Context: an optimization exercise on an open-source flow, tuned for small area, a short achievable clock period and few clock cycles per item. The choices shown serve that exercise and are no tape-out recipe. Only the layout flow was run in this run; the RTL was not checked for function there. No activity file was given, so power comes from the tool's default toggle rates.

==> flow/design.v <==
module mul_div_unit #(
    parameter int WIDTH = 64
) (
    input  logic             Clk,
    input  logic             Reset,
    input  logic             Start,
    input  logic [2:0]       Op,
    input  logic [WIDTH-1:0] BusA,
    input  logic [WIDTH-1:0] BusB,
    input  logic [4:0]       DestReg,
    output logic             Busy,
    output logic             Done,
    output logic [WIDTH-1:0] Result,
    output logic [4:0]       RW,
    output logic             RegWr
);
    localparam int CW = $clog2(WIDTH);        
    localparam logic [2:0] OP_MUL   = 3'b000;
    localparam logic [2:0] OP_UMULH = 3'b001;
    localparam logic [2:0] OP_SMULH = 3'b010;
    localparam logic [2:0] OP_UDIV  = 3'b011;
    localparam logic [2:0] OP_SDIV  = 3'b100;
    function automatic logic [CW-1:0] topbit(input logic [WIDTH-1:0] v);
        logic [CW-1:0] z [WIDTH];
        logic          nz [WIDTH];
        logic [CW-1:0] zh, zl;
        logic          nh, nl;
        for (int i = 0; i < WIDTH; i++) begin
            nz[i] = v[i];
            z[i]  = '0;
        end
        for (int l = 0; l < CW; l++) begin
            for (int i = 0; i < (WIDTH >> (l + 1)); i++) begin
                nh = nz[2*i+1]; zh = z[2*i+1];
                nl = nz[2*i];   zl = z[2*i];
                nz[i] = nh | nl;
                z[i]  = nh ? zh : (zl | (1 << l));
            end
        end
        topbit = nz[0] ? ~z[0] : '0;
    endfunction
    function automatic logic ones_run(input logic [WIDTH-1:0] v);
        logic r;
        r = 1'b1;
        for (int i = 0; i < WIDTH - 1; i++) if (v[i+1] && !v[i]) r = 1'b0;
        ones_run = r;
    endfunction
    function automatic logic shorter(input logic [WIDTH-1:0] p, input logic [WIDTH-1:0] q);
        logic [WIDTH-1:0] above;     
        above[WIDTH-1] = p[WIDTH-1];
        for (int i = WIDTH - 2; i >= 0; i--) above[i] = above[i+1] | p[i];
        shorter = |(q & ~above);
    endfunction
    logic             r_busy;      
    logic             r_done;      
    logic             r_first;     
    logic             r_div;       
    logic             r_negq;      
    logic             r_selhi;     
    logic             r_swap;      
    logic             r_msg;       
    logic             r_fneg;      
    logic             r_cin;       
    logic             r_e;         
    logic [WIDTH-1:0] r_b;         
    logic             r_dbit;      
    logic [CW-1:0]    r_cnt;       
    logic [CW-1:0]    r_ta, r_tb;  
    logic             r_ea, r_eb;  
    logic             r_nzb;       
    logic             r_sb;        
    logic [4:0]       r_rw;
    logic [WIDTH-1:0] r_x;         
    logic [WIDTH-1:0] r_y;         
    logic [WIDTH-1:0] r_lo;        
    logic [WIDTH-1:0] r_hi;        
    logic             w_is_mul, w_is_div, w_msgn, w_dsgn;
    logic             w_sa, w_sb, w_nza, w_nzb;
    logic [WIDTH-1:0] w_va, w_vb;
    logic             w_swap, w_zero, w_first_neg;
    assign w_is_mul = (Op == OP_MUL) || (Op == OP_UMULH) || (Op == OP_SMULH);
    assign w_is_div = (Op == OP_UDIV) || (Op == OP_SDIV);
    assign w_msgn   = (Op == OP_MUL) || (Op == OP_SMULH);
    assign w_dsgn   = (Op == OP_SDIV);
    assign w_sa  = (w_msgn || w_dsgn) && BusA[WIDTH-1];
    assign w_sb  = (w_msgn || w_dsgn) && BusB[WIDTH-1];
    assign w_va  = BusA ^ {WIDTH{w_sa}};
    assign w_vb  = BusB ^ {WIDTH{w_sb}};
    assign w_nza = |w_va;
    assign w_nzb = |w_vb;
    assign w_swap      = w_is_mul && shorter(w_vb, w_va);
    assign w_first_neg = w_swap ? w_sb : w_sa;
    assign w_zero = !(w_is_mul || w_is_div)
                 || (w_is_mul && ((!w_nza && !w_sa) || (!w_nzb && !w_sb)))
                 || (w_is_div && (!w_nzb && !w_sb))
                 || (w_is_div && (!w_nza && !w_sa));
    logic [CW-1:0]    w_cnt0, w_cnt;
    logic [CW:0]      w_lena, w_lenb;
    logic             w_dzero;
    assign w_cnt0  = (r_swap ? r_tb : r_ta) + (r_swap ? r_eb : r_ea);    
    assign w_cnt   = r_first ? w_cnt0 : r_cnt;
    assign w_lena  = {1'b0, r_ta} + r_ea;
    assign w_lenb  = r_nzb ? ({1'b0, r_tb} + 1'b1) : {{CW{1'b0}}, r_sb};
    assign w_dzero = r_first && r_div && (w_lena + 1'b1 < w_lenb);
    logic [WIDTH-1:0] w_add_a, w_add_b;
    logic             w_cin;
    logic [WIDTH:0]   w_sum;
    logic             w_c, w_ge;
    logic [WIDTH-1:0] w_hi_next, w_lo_next;
    logic             w_last;
    logic             w_nbit;
    assign w_add_a = {r_lo[WIDTH-2:0], r_div ? r_dbit : r_cin};
    assign w_add_b = r_b;
    assign w_cin   = r_cin;
    logic [WIDTH-1:0] w_g [CW+1];
    logic [WIDTH-1:0] w_p [CW+1];
    logic [WIDTH-1:0] w_p0;
    always_comb begin
        w_p0      = w_add_a ^ w_add_b;
        w_g[0]    = w_add_a & w_add_b;
        w_p[0]    = w_p0;
        w_g[0][0] = w_g[0][0] | (w_p0[0] & w_cin);
        for (int l = 0; l < CW; l++) begin
            w_g[l+1] = w_g[l];
            w_p[l+1] = w_p[l];
            for (int i = 0; i < WIDTH; i++) begin
                if ((i >> l) & 1) begin
                    w_g[l+1][i] = w_g[l][i] | (w_p[l][i] & w_g[l][((i >> l) << l) - 1]);
                    w_p[l+1][i] = w_p[l][i] & w_p[l][((i >> l) << l) - 1];
                end
            end
        end
    end
    assign w_sum = {w_g[CW][WIDTH-1], w_p0 ^ {w_g[CW][WIDTH-2:0], w_cin}};
    assign w_c   = w_sum[WIDTH];
    assign w_ge      = r_lo[WIDTH-1] || w_c;
    assign w_lo_next = (r_div && !w_ge) ? w_add_a : w_sum[WIDTH-1:0];
    logic             w_b0, w_flip;
    logic [WIDTH-1:0] w_ht, w_hm;
    assign w_b0   = r_div ? (w_ge ^ r_negq) : r_lo[WIDTH-1];
    assign w_flip = r_div ? (r_negq && w_last) : (w_c ^ r_e);
    always_comb begin
        w_ht    = {r_hi[WIDTH-2:0] ^ {(WIDTH-1){r_e}}, 1'b1};
        w_hm[0] = 1'b1;
        for (int i = 1; i < WIDTH; i++) w_hm[i] = w_hm[i-1] & w_ht[i-1];
    end
    assign w_hi_next = {r_hi[WIDTH-2:0], w_b0}
                     ^ (w_hm & {WIDTH{w_flip}} & {{(WIDTH-1){w_b0 ^ r_e}}, 1'b1});
    assign w_last = (w_cnt == '0);
    assign w_nbit = !w_last && (r_swap ? r_y[w_cnt - 1'b1] : r_x[w_cnt - 1'b1]);
    logic [WIDTH-1:0] w_m;
    logic             w_mfill;
    assign w_m     = r_swap ? r_x : r_y;
    assign w_mfill = r_msg && w_m[WIDTH-1];
    always_ff @(posedge Clk or posedge Reset) begin
        if (Reset) begin
            r_busy <= 1'b0;
            r_done <= 1'b0;
        end else if (!r_busy) begin
            r_done <= Start && w_zero;
            r_busy <= Start && !w_zero;
        end else if (w_last || w_dzero) begin
            r_busy <= 1'b0;
            r_done <= 1'b1;
        end
    end
    always_ff @(posedge Clk) begin
        if (!r_busy) begin
            if (Start) begin
                r_rw    <= DestReg;
                r_first <= 1'b1;
                r_div   <= w_is_div;
                r_negq  <= w_dsgn && (w_sa ^ w_sb);
                r_selhi <= (Op != OP_MUL);
                r_swap  <= w_swap;
                r_msg   <= w_msgn;
                r_x     <= (w_dsgn && BusA[WIDTH-1]) ? (~BusA + 1'b1) : BusA;
                r_y     <= BusB;
                r_ta    <= topbit(w_va);
                r_tb    <= topbit(w_vb);
                r_ea    <= w_sa && (w_is_div ? (w_nza && ones_run(w_va)) : 1'b1);
                r_eb    <= w_sb;
                r_nzb   <= w_nzb;
                r_sb    <= w_sb;
                r_fneg  <= w_first_neg;
                r_e     <= 1'b0;
                r_cin   <= w_is_div && !w_sb;
                r_b     <= BusB ^ {WIDTH{w_is_div && !w_sb}};
                r_dbit  <= 1'b1;
            end
        end else begin
            r_first <= 1'b0;
            r_cnt   <= w_cnt - 1'b1;
            r_dbit  <= w_nbit;
            if (!r_div) begin
                r_b   <= w_m & {WIDTH{w_nbit}};
                r_cin <= r_first && r_fneg;
                r_e   <= w_nbit && w_mfill;
            end
        end
    end
    always_ff @(posedge Clk) begin
        if (!r_busy) begin
            r_lo <= '0;
            r_hi <= {WIDTH{w_dsgn && (w_sa ^ w_sb) && !w_zero}};
        end else if (r_first && !r_div) begin
            r_lo <= w_m ^ {WIDTH{r_fneg}};
            r_hi <= {WIDTH{w_mfill ^ r_fneg}};
        end else begin
            r_lo <= w_lo_next;
            r_hi <= w_dzero ? '0 : w_hi_next;
        end
    end
    assign Busy   = r_busy;
    assign Done   = r_done;
    assign Result = r_selhi ? r_hi : r_lo;
    assign RW     = r_rw;
    assign RegWr  = r_done && (r_rw != 5'd31);
endmodule
==> flow/run.sh <==
#!/bin/bash
# synth_recipe.tcl (not shown) runs the flow's synth.tcl, then flattens the netlist and writes it again
# the make line also repeats each setting of config.mk as NAME=value (left out here)
make -C /OpenROAD-flow-scripts/flow DESIGN_CONFIG=/design/flow/config.mk WORK_HOME=/design/flow/orfs CLKGATE_MAP_FILE= SYNTH_SCRIPT=/design/flow/synth_recipe.tcl finish
==> flow/config.mk <==
export PLATFORM = sky130hd
export DESIGN_NAME = mul_div_unit
export DESIGN_NICKNAME = mul_div_unit
export VERILOG_FILES = /design/flow/design.v
export SDC_FILE = /design/flow/constraint.sdc
export NUM_CORES = 4
export LEC_CHECK = 0
export CAP_MARGIN = 20
export CORE_MARGIN = 2
export CORE_UTILIZATION = 40
export SLEW_MARGIN = 20
==> flow/constraint.sdc <==
create_clock -name core_clock -period 5.0 [get_ports {Clk}]
set_input_delay 1.0000 -clock core_clock [delete_from_list [all_inputs] [get_ports {Clk}]]
set_output_delay 1.0000 -clock core_clock [all_outputs]
set_load 0.01 [all_outputs]
==> flow_summary.yaml <==
critical_path:
  crit_path_end_kind: "register"
  required_ns: 5.49
  path_buf_inv: 4
  max_stage_delay_ns: 0.52
  worstPathArrival_ns: 5.14
  timing_worst_setup_path_type: "reg2reg"
  cpLargestDelayFamily: "compound AO/OA/AOI/OAI gates"
  crit_fanout: 18
  crit_chain: "mux2i_1, buf_4, fa_1, inv_1, fa_1, a211oi_2, o21ai_1, a211oi_2, buf_4, o211a_1, nand3_2, a21oi_2, mux2i_4, buf_12, o21ai_0, or4_1, nand3_1"
  cp-start-kind: "register"
  critPathSlowestCell: "mux2i_4"
yosys:
  ys_ff_latch: 358
  synthesis.nets: 3455
  synth_top_cells_by_area: "edfxtp_1 24%, dfxtp_1 9.0%, xnor2_1 7.3%"
  synthXorXnorAreaFrac: 0.110
  synth_top_family_by_area: "compound AO/OA/AOI/OAI gates"
  synth_top_cell_area_share: 0.236
  synth_cells: 3234
  synth-seq-area-share: 0.328
  async_reset_ff_frac: 0.00559
  synth_ff_type: "edfxtp_1"
  synth-simple-area-share: 0.174
  synth_top_area_cell: "edfxtp_1"
  avgSynthCellArea_um2: 8.91
  synth.area.mux_share: 0.0914
  synth_compound_area_frac: 0.204
  ys_types: 111
  synth_edf_count: 227
  synth_fa_ha_area_frac: 0.0374
  synth.cell_area_um2: 28800
  ys.warnings.count: 7
die:
  dieArea_um2: 74200
  core_um2: 71400
  initial_core_util: 0.404
  rows: 98
  die_width_um: 272
  ios: 211
  die_h_um: 272
global_routing:
  grt_start_max_net_pins: 67
  globalRouteOverflowTotal: 0
  grt_pass1_wl_um: 151000
  grt_pass1_vias: 24500
  antenna_found_initial: 0
  grtUsageTotal: 0.259
pwr:
  p_int_w: 0.0108
  pwr-share-clk: 0.162
  switching_share: 0.425
  p_leak_nw: 12.3
  p_comb_frac: 0.548
  p_seq_frac: 0.291
  p_sw_w: 0.00799
  ir_drop_mv: 0.607
  pwr_density_cell_nw_per_um2: 560
timing:
  min_period_ns: 4.65
  maxSlewHeadroom: 0.271
  setup-tns-final_ns: 0
  setup_viol: 0
  timing.fmax_ghz: 0.215
  worst_pin_slew_ns: 1.09
  fin_skew_ns: 0.0236
  hold_viol: 0
  fin_crit_sh: 0.929
  rsz0062_at_grt: "false"
  drv_slew: 0
cts:
  clock-root-buffer: "clkbuf_16"
  cts_tree: "built"
  cts_setup_buffers: 0
  htreeDepth: 2
  clk_latency_ns: 0.57
  cts.path.max_buffers: 3
  cts.sinks: 358
  path_clk_slew_ns: 0.06
  cts_made_buffers: 40
  hold_buffers: 0
  cts-resized-gates: 0
status:
  run_status: "complete, no violations"
route:
  viasPerCell: 5.99
  detail_route.wl_per_cell_um: 22.6
  dr.pass1.iters: 6
  routed_wirelength_um: 98600
  ant_nets: 0
  drc: 0
  vias: 26100
  drtIter0Drc: 2510
placement:
  hpwl_um: 75800
  io_buffers: 210
  place_area_um2: 32300
  gp_congestion: 0.933
cells_and_area:
  area_growth_syn_to_layout_pct: 16.7
  nets: 3599
  final_area_um2: 33600
  drive_gt1_frac: 0.114
  post-route-util: 0.471
flow_run:
  drv_cap: 0
min_path:
  hold_path.class: "reg2reg"
[per-stage QoR]
step                      power, W  setup WS, ns  cells  hold slack, ns
after floorplan             0.0126         0.146   3234           0.463
after global placement      0.0157         0.266   4286           0.505
after detailed placement    0.0157         0.307   4286           0.506
after CTS                   0.0188         0.359   4357           0.516
after global routing        0.0201         0.146   4357           0.540
final                       0.0188         0.354   4358           0.514
[metal layers]
| layer | part of all wire | vias up | global-route usage |
|---|---|---|---|
| met3 | 0.066 | 150 | 0.0279 |
| li1 | - | 12400 | - |
| met2 | 0.44 | 1036 | 0.400 |
| met4 | 0.034 | 0 | 0.0850 |
| met5 | 0 | - | 0 |
| met1 | 0.46 | 12500 | 0.377 |
[cells in the final DEF, fill, tap and decap left out, types with 16 or more instances in the layout]
master             n
a211oi_1          54
nor4_1            26
inv_1             95
buf_4            147
o22ai_1           85
nor2b_1           30
mux2i_1           94
nand2_1          209
xnor2_1          241
nand3_1          152
mux2_2            67
o2111ai_1         16
o21a_1            17
a31oi_1           65
clkdlybuf4s50_1  210
or4_1             33
mux4_2            40
nand2b_1          26
or3_1             66
clkbuf_16         40
dfxtp_1          129
a221oi_1          31
a21oi_1          172
nor2_1           206
a21o_1            22
xor2_1           120
and3_1            37
edfxtp_1         227
o21ai_1           25
o21ai_0          177
ha_1              75
nand4_1           37
o211ai_1          38
nor3_1            69
a311oi_1          17
a22oi_1           19
[kinds of logic after synthesis]
family | Yosys count
DFF | 358
muxes | 204
buffers and inverters | 365
adders and majority gates | 82
and+or+nand+nor | 976
AOI/OAI and AO/OA | 888
xor gates and xnor gates | 361
[power groups by stage]
| stage | clock network, W | logic (W) | registers, W |
|---|---|---|---|
| 2_1_floorplan | 0 | 0.00756 | 0.00504 |
| 3_3_place_gp | 0 | 0.0102 | 0.00550 |
| 3_5_place_dp | 0 | 0.0102 | 0.00550 |
| 4_1_cts | 0.00310 | 0.0103 | 0.00544 |
| 5_1_grt | 0.00320 | 0.0113 | 0.00558 |
| 6_report | 0.00304 | 0.0103 | 0.00547 |
[flip-flops by register name, indices dropped and copies added, names as in the netlist, 5 cells and up]
register and flops:
r_b 64, r_ta 6, r_rw 5, r_x 64, r_hi 64, r_tb 6
r_y 64, r_lo 64, r_cnt 6
[synthesized netlist by cell type (14+ instances only)]
library cell	n
xnor2_1	241
edfxtp_1	227
nand2_1	210
nor2_1	209
o21ai_0	177
a21oi_1	172
clkbuf_1	162
nand3_1	152
dfxtp_1	129
xor2_1	120
inv_1	95
mux2i_1	95
o22ai_1	85
ha_1	75
nor3_1	69
mux2_2	67
or3_1	66
a31oi_1	65
a211oi_1	54
buf_2	48
mux4_2	40
o211ai_1	38
and3_1	37
nand4_1	37
or4_1	33
a221oi_1	31
buf_1	31
nor2b_1	30
nand2b_1	26
nor4_1	26
o21ai_1	25
a21o_1	22
a22oi_1	20
a311oi_1	17
o21a_1	17
o2111ai_1	16
buf_6	15
o31ai_1	14
[area by class of cell]
type,instances,area [um2]
inverters,97,364
repair buffers,370,3470
clock inverters,18,251
multi-input cells,2511,17800
flip-flops and latches,358,9450
diodes,1,2.50
well taps,950,1190
clock buffers,53,1060
fillers,6852,37700
[worst min-delay path, cell delays in order, from the launching register on]
cell and delay, ns:
dfxtp_1 0.33, nand3_1 0.07, nand3_1 0.06
[worst paths after layout]
check | end | startpoint | slack (ns) | cells past startpoint
setup / recovery | r_hi[19] | r_div | 0.35 | 17
hold / removal | r_hi[63] | r_hi[62] | 0.51 | 2
setup reg to reg | r_hi[19] | r_div | 0.35 | 17
hold reg to reg | r_hi[63] | r_hi[62] | 0.51 | 2
max in group asynchronous | r_busy | Reset | 4.23 | 2
min in group asynchronous | r_done | Reset | 0.64 | 2

[static timing again, ports no longer ideal]
No port has a modelled driver above. Below, the same layout with a new extraction and two added sets of constraints.
Step 1 assumes that a clkbuf_16 drives the clock port and a buf_2 every other input.
Step 2 adds t to the input delays and takes it off the output delays; t is the mean of the earliest and latest rising clock arrival at the registers after step 1. Input paths then give back, and output paths get back, about the clock's delay inside the block.
Three values: ideal, step 1, step 2; two values: the first two.
t (ns): 0.617
slack for setup (ns): 0.354 / 0.354 / 0.239
worst setup path at the end: input to register
clock arrival spread, ns: 0.024 / 0.024
worst data-port slew with drivers (ns): 0.08
After both steps setup and hold are still met in this run. The setup slack of this run moves by 0.000 ns with the drivers and by -0.115 ns with both steps.
